From an optimization exercise on the open Yosys and OpenROAD flow, aimed at small area, a short achievable clock period and few clock cycles per item; shortcuts taken in it are not production practice.
RTL that was checked went through simulation tests only; none was proved equivalent to the original.
Power figures rest on the tool's default switching activity, not on a simulated workload.

run A:
Design rgb565_hsl_color_classifier, start of the top module:
module rgb565_hsl_color_classifier (
  input  logic        clk,
  input  logic        rst_n,
  input  logic        start,
  output logic        busy,
  input  logic [15:0] in_pixel,
  output logic        out_valid,
  output logic [7:0]  out_hue,
  output logic [7:0]  out_lightness,
  output logic [7:0]  out_saturation,
  output logic        out_match,
  input  logic        cfg_we,
  input  logic [2:0]  cfg_index,
  input  logic [15:0] cfg_data
);
  logic [15:0] hue_low_r, hue_high_r;
  logic [7:0]  sat_low_r, sat_high_r, light_low_r, light_high_r;
  always_ff @(posedge clk) begin
    if (!rst_n) begin
      hue_low_r    <= 16'd65496;
      hue_high_r   <= 16'd40;
      sat_low_r    <= 8'd90;
      sat_high_r   <= 8'd180;
      light_low_r  <= 8'd0;
      light_high_r <= 8'd80;
    end else if (cfg_we) begin
      case (cfg_index)
        REG_HUE_LOW:    hue_low_r    <= cfg_data;
        REG_HUE_HIGH:   hue_high_r   <= cfg_data;
        REG_SAT_LOW:    sat_low_r    <= cfg_data[7:0];
        REG_SAT_HIGH:   sat_high_r   <= cfg_data[7:0];
        REG_LIGHT_LOW:  light_low_r  <= cfg_data[7:0];
        REG_LIGHT_HIGH: light_high_r <= cfg_data[7:0];
        default: ;
      endcase
    end
  end
  assign busy = 1'b0;
  function automatic logic [16:0] add_mx(input logic [15:0] x, input logic [15:0] y,
                                         input logic ci, input int w);
    logic [15:0] p, pp, gg;
    logic [16:0] r;
    p  = x ^ y;
    gg = x;
    pp = p;
    gg[0] = p[0] ? ci : x[0];
    for (int i = 1; (1 << i) <= 16; i++) begin
      for (int j = (1 << i) - 1; j < w; j = j + (1 << i)) begin
        gg[j] = pp[j] ? gg[j - (1 << (i - 1))] : gg[j];
        pp[j] = pp[j] & pp[j - (1 << (i - 1))];
      end
    end
    for (int i = 4; i > 0; i--) begin
      for (int j = (1 << i) + (1 << (i - 1)) - 1; j < w; j = j + (1 << i)) begin
        gg[j] = pp[j] ? gg[j - (1 << (i - 1))] : gg[j];
        pp[j] = pp[j] & pp[j - (1 << (i - 1))];
      end
    end
    r = '0;
    r[0] = p[0] ^ ci;
    for (int j = 1; j < w; j++) r[j] = p[j] ^ gg[j-1];
    r[w] = gg[w-1];
    add_mx = r;
  endfunction
  ...
Size: ~470 flip-flops, about 66 I/O pins.
clock: 6.0 ns
lec_check: 0
abc_area: 1
cap_margin: 5
core_margin: 2
core_utilization: 70
cts_cluster_diameter: 80
cts_cluster_size: 28
place_density: 0.8
setup_slack_margin: 3.8
slew_margin: 5
standard.sh (not shown) runs the stock make flow with config.mk's settings and CLKGATE_MAP_FILE= SYNTH_SCRIPT=/design/flow/synth_recipe.tcl, a recipe that flattens the netlist after the stock synthesis.
==> flow/flow/run.sh <==
#!/bin/bash
set -euo pipefail
bash standard.sh "BUFFER_PORTS_ARGS=-buffer_cell sky130_fd_sc_hd__buf_2" finish > flow_make.log 2>&1
No stage failed in run A, and the final checks on the layout all came back clean.
Testbench counts of run A, summed over its fixed seeds: cycles 24,088, pixels 24,000.
For run B, these inputs were changed with respect to run A:
Settings: CAP_MARGIN: 5 -> 20; SLEW_MARGIN: 5 -> 20.
==> run summary <==
Run A -> run B: combinational share of power flat
Run B and run A ended up with nearly the same fraction of area in registers.
Final cell count: run A vs run B identical
On area taken by flip-flops and latches, run B and run A are neck and neck.
On total routed wirelength, run B and run A are neck and neck.
Diff run A -> run B: clock network power share was more or less identical; finished layout cell area shows no meaningful change.
Run B and run A ended up with nearly the same net switching fraction of the power.
Input-level comparison between run C and run B:
Settings: CORE_UTILIZATION: 70 -> 40; PLACE_DENSITY: 0.8 -> 0.6; SETUP_SLACK_MARGIN: 3.8 -> 3.6.
Findings:
Compare run B and run C | post-route total power lower: run B. Post-detailed-routing wire length, run C vs run B: up slightly. Higher minimum period implied by the final worst setup slack goes to run C over run B. From run C to run B, final setup violation count did not move at all. Compared to run B, run C has worst setup slack 0.083 ns lower. Against run B as the reference, run C delivers a lower utilization after layout.
The following lists how run D was set up differently from run C:
Settings: CORE_UTILIZATION changed from 40 to 70; SETUP_SLACK_MARGIN changed from 3.6 to 3.8; ABC_AREA changed from 1 to 0; PLACE_DENSITY changed from 0.6 to 0.8.
## What came out
- Against run C as the reference, run D delivers a lower core footprint.
- Met1 track utilization from global routing, run D and run C: smaller value in run C
- Summary of run D over run C: buffer and inverter count on the worst path now larger; sequential share of layout area shrank by 2.5 points; fill cell total of the finished layout down 3,263; post-route worst setup slack fell 0.30 ns.
> inputs changed (run D -> run E)
Settings: a change of PLACE_DENSITY from 0.8 to 0.6; a change of SETUP_SLACK_MARGIN from 3.8 to 3.7; a change of CORE_UTILIZATION from 70 to 40; a change of ABC_AREA from 0 to 1.
[summary]
Having completed the whole flow, run E delivered a layout that passed the timing, DRC and antenna checks. Count of non-CTS inverters in the layout: run E higher than run D. The highest routing layer actually used comes out met5 in one run and met4 in the other, namely in run E and run D respectively. Looking at placeable core region, run E sits 82% higher than run D does. For the global-route usage over all layers, run E came in 12 points lower than run D did.

* * *

Another version of the RTL of rgb565_hsl_color_classifier (not shown whole).
For scale: roughly 2200 cells after synthesis, roughly 490 flip-flops, ~66 I/O pins.
clock: 6.0 ns
lec_check: 0
abc_area: 1
cap_margin: 20
core_margin: 2
core_utilization: 40
cts_cluster_diameter: 85
cts_cluster_size: 32
place_density: 0.6
setup_slack_margin: 3.7
slew_margin: 20
run.sh (not shown) runs the stock make flow with config.mk's settings and CLKGATE_MAP_FILE= SYNTH_SCRIPT=/design/flow/synth_recipe.tcl, a recipe that flattens the netlist after the stock synthesis.
Stock flow here: none of the scripts above is used.
The first run passed the timing, DRC and antenna checks.
Testbench counts at the start, summed over its fixed seeds: cycles 24,096, pixels 24,000.
Rerun with:
==> flow/flow/run.sh (new file) <==
#!/bin/bash
set -euo pipefail
bash standard.sh "BUFFER_PORTS_ARGS=-buffer_cell sky130_fd_sc_hd__buf_2" finish > flow_make.log 2>&1
==> flow/standard.sh (new file) <==
#!/bin/bash
# synth_recipe.tcl (not shown) runs the flow's synth.tcl, then flattens the netlist and writes it again
# the make line also repeats each setting of config.mk as NAME=value (left out here)
make -C /OpenROAD-flow-scripts/flow DESIGN_CONFIG=/design/flow/config.mk WORK_HOME=/design/flow/orfs CLKGATE_MAP_FILE= SYNTH_SCRIPT=/design/flow/synth_recipe.tcl "${@:-finish}"
removed: flow/run.sh
Sequential power barely changes.
Flip-flop and latch count stays the same.
Setup slack gets worse by 13 ps.
Synthesized cell count does not change.
Design area goes down slightly.
Total power stays flat.
Count of clock-buffer cells in the layout stays the same.
First-iteration DRC count is lower slightly.

* * *

Starting RTL as in the previous note.
clock: 6.0 ns
lec_check: 0
abc_area: 1
cap_margin: 20
core_margin: 2
core_utilization: 40
cts_cluster_diameter: 80
cts_cluster_size: 28
place_density: 0.6
setup_slack_margin: 3.5
slew_margin: 20
Stock flow here: none of the scripts above is used.
Testbench counts at the start, summed over its fixed seeds: cycles 24,096, pixels 24,000.
==> next run, changes <==
==> flow/flow/run.sh (new file) <==
#!/bin/bash
set -euo pipefail
bash standard.sh "BUFFER_PORTS_ARGS=-buffer_cell sky130_fd_sc_hd__buf_2" RECOVER_POWER=50 finish > flow_make.log 2>&1
==> flow/standard.sh (new file) <==
#!/bin/bash
# synth_recipe.tcl (not shown) runs the flow's synth.tcl, then flattens the netlist and writes it again
# the make line also repeats each setting of config.mk as NAME=value (left out here)
make -C /OpenROAD-flow-scripts/flow DESIGN_CONFIG=/design/flow/config.mk WORK_HOME=/design/flow/orfs CLKGATE_MAP_FILE= SYNTH_SCRIPT=/design/flow/synth_recipe.tcl "${@:-finish}"
SETUP_SLACK_MARGIN = 3.7   (was 3.5)
removed: flow/run.sh
After rerunning:
- This time the run produced a layout that fails on capacitance limit, slew limit
- design area fell by 0.49%
- clock-buffer cell count grows by 1
- total power climbs by 0.93%
- setup slack got worse by 0.92 ns
- critical path depth went down by 6
- synthesized area does not change
- core utilization decreases by 0.22 points
- combinational power is higher by about 1%
- routed wire length came out higher by 0.50%
- first-iteration DRC count drops by 7.2%
==> next run, changes <==
==> flow/run.sh (new file) <==
#!/bin/bash
# synth_recipe.tcl (not shown) runs the flow's synth.tcl, then flattens the netlist and writes it again
# the make line also repeats each setting of config.mk as NAME=value (left out here)
make -C /OpenROAD-flow-scripts/flow DESIGN_CONFIG=/design/flow/config.mk WORK_HOME=/design/flow/orfs CLKGATE_MAP_FILE= SYNTH_SCRIPT=/design/flow/synth_recipe.tcl finish
ABC_AREA = default   (was 1)
removed: flow/flow/run.sh
removed: flow/standard.sh
What happened: With this change the flow completed without violations. Clock power decreases by about 4%. Final area went up by 2.2%. Clock skew decreases by 0.020 ns. Non-clock buffer count went up by 26. Setup slack gets better by 1.1 ns. Sequential power is about the same. Count of clock-buffer cells in the layout rises by 3. Die area goes down by 0.64%. Combinational power grows by 5.1%.
==> next run, changes <==
SETUP_SLACK_MARGIN = 3.9   (was 3.7)
Effect: The changed run passed the timing, DRC and antenna checks. Sequential share of layout area shrinks by 2.3 points. Wire length grows by 7.6%. Cell count grows by 1.6%. Power grows by 8.9%. Worst setup slack improved by 0.019 ns. Non-clock buffer count grows by 37. Via count grows by 3.0%.
==> next run, changes <==
ABC_AREA = 1   (was default)
SETUP_SLACK_MARGIN = 3.7   (was 3.9)
What happened: Clock-buffer cell count decreases by 3; flip-flop and latch count does not change; register-to-register slack improved by 0.02 ns; worst hold slack improved by 0.0031 ns.
==> next run, changes <==
CORE_UTILIZATION = 60   (was 40)
PLACE_DENSITY = 0.8   (was 0.6)
Result: The changed run passed the timing, DRC and antenna checks. Sequential share of layout area rose by 0.70 points. Register-to-register slack barely changes. Synthesized area does not change. Clock-buffer cell count rose by 1. Final area fell by about 1.5%. Hold slack improved by 0.0042 ns. Power fell by about 0.37%. Clock power fell by about 12%. Maximum frequency fell by 1.1%. Routed wire length rose by 0.87%.

* * *

Another version of the RTL of rgb565_hsl_color_classifier (not shown whole).
For scale: about 66 I/O pins, ~19,000 µm² of cells after synthesis.
clock: 6.0 ns
lec_check: 0
cap_margin: 20
core_margin: 2
core_utilization: 40
cts_cluster_diameter: 70
cts_cluster_size: 25
place_density: 0.6
setup_slack_margin: 3.5
slew_margin: 20
Stock flow here: none of the scripts above is used.
Edit:
--- a/flow/config.mk
+++ b/flow/config.mk
@@ -10,4 +10,2 @@
 export CORE_UTILIZATION = 40
-export CTS_CLUSTER_DIAMETER = 70
-export CTS_CLUSTER_SIZE = 25
 export PLACE_DENSITY = 0.6
Result:
- final cell count increases slightly
- clock skew decreases by 0.0076 ns
- total power increases by a little under a tenth
Function was not checked in any run of this note: the RTL went through the layout flow alone.

static timing again, ports no longer ideal:
How much do the figures lean on ideal ports? The routed layouts below were timed once more, with nothing changed but the port constraints.
Step 1 (the two cells are an assumption about what drives the block):
set clk [get_ports {clk}]
set_driving_cell -lib_cell sky130_fd_sc_hd__clkbuf_16 $clk
set_driving_cell -lib_cell sky130_fd_sc_hd__buf_2 [delete_from_list [all_inputs] $clk]
Step 2 times the ports against the registers' clock, not the clock port: input delays grow and output delays shrink by t, the midpoint of the rising clock arrivals with the driver on.
Three values: no drivers, after step 1, after step 2; two values: the first two.
run | t, ns | slack for setup (ns) | worst data-port slew with drivers (ns)
run A | 0.574 | 3.819 / 3.770 / 3.301 | 0.04
run B | 0.573 | 3.823 / 3.774 / 3.325 | 0.04
run C | 0.604 | 3.740 / 3.687 / 3.343 | 0.04
run D | 0.588 | 3.440 / 3.440 / 3.233 | 0.04
run E | 0.606 | 3.738 / 3.685 / 3.337 | 0.04
the first run of note 2 | 0.611 | 3.762 / 3.708 / 3.171 | 0.04
the second run of note 2 | 0.616 | 3.749 / 3.691 / 3.367 | 0.04
the first run of note 3 | 0.617 | 3.579 / 3.566 / 3.094 | 0.05
the second run of note 3 | 0.629 | 2.663 / 2.674 / 2.045 | 0.04
the third run of note 3 | 0.621 | 3.727 / 3.687 / 3.174 | 0.04
the fourth run of note 3 | 0.629 | 3.746 / 3.690 / 3.426 | 0.04
the fifth run of note 3 | 0.616 | 3.755 / 3.712 / 3.160 | 0.05
the sixth run of note 3 | 0.595 | 3.729 / 3.708 / 3.154 | 0.04
the first run of note 4 | 0.632 | 3.583 / 3.522 / 3.004 | 0.04
the second run of note 4 | 0.631 | 3.560 / 3.503 / 3.004 | 0.04
For the second run of note 3, which loses most, drivers alone change the setup slack by +0.011 ns; drivers and shift together by -0.618 ns.
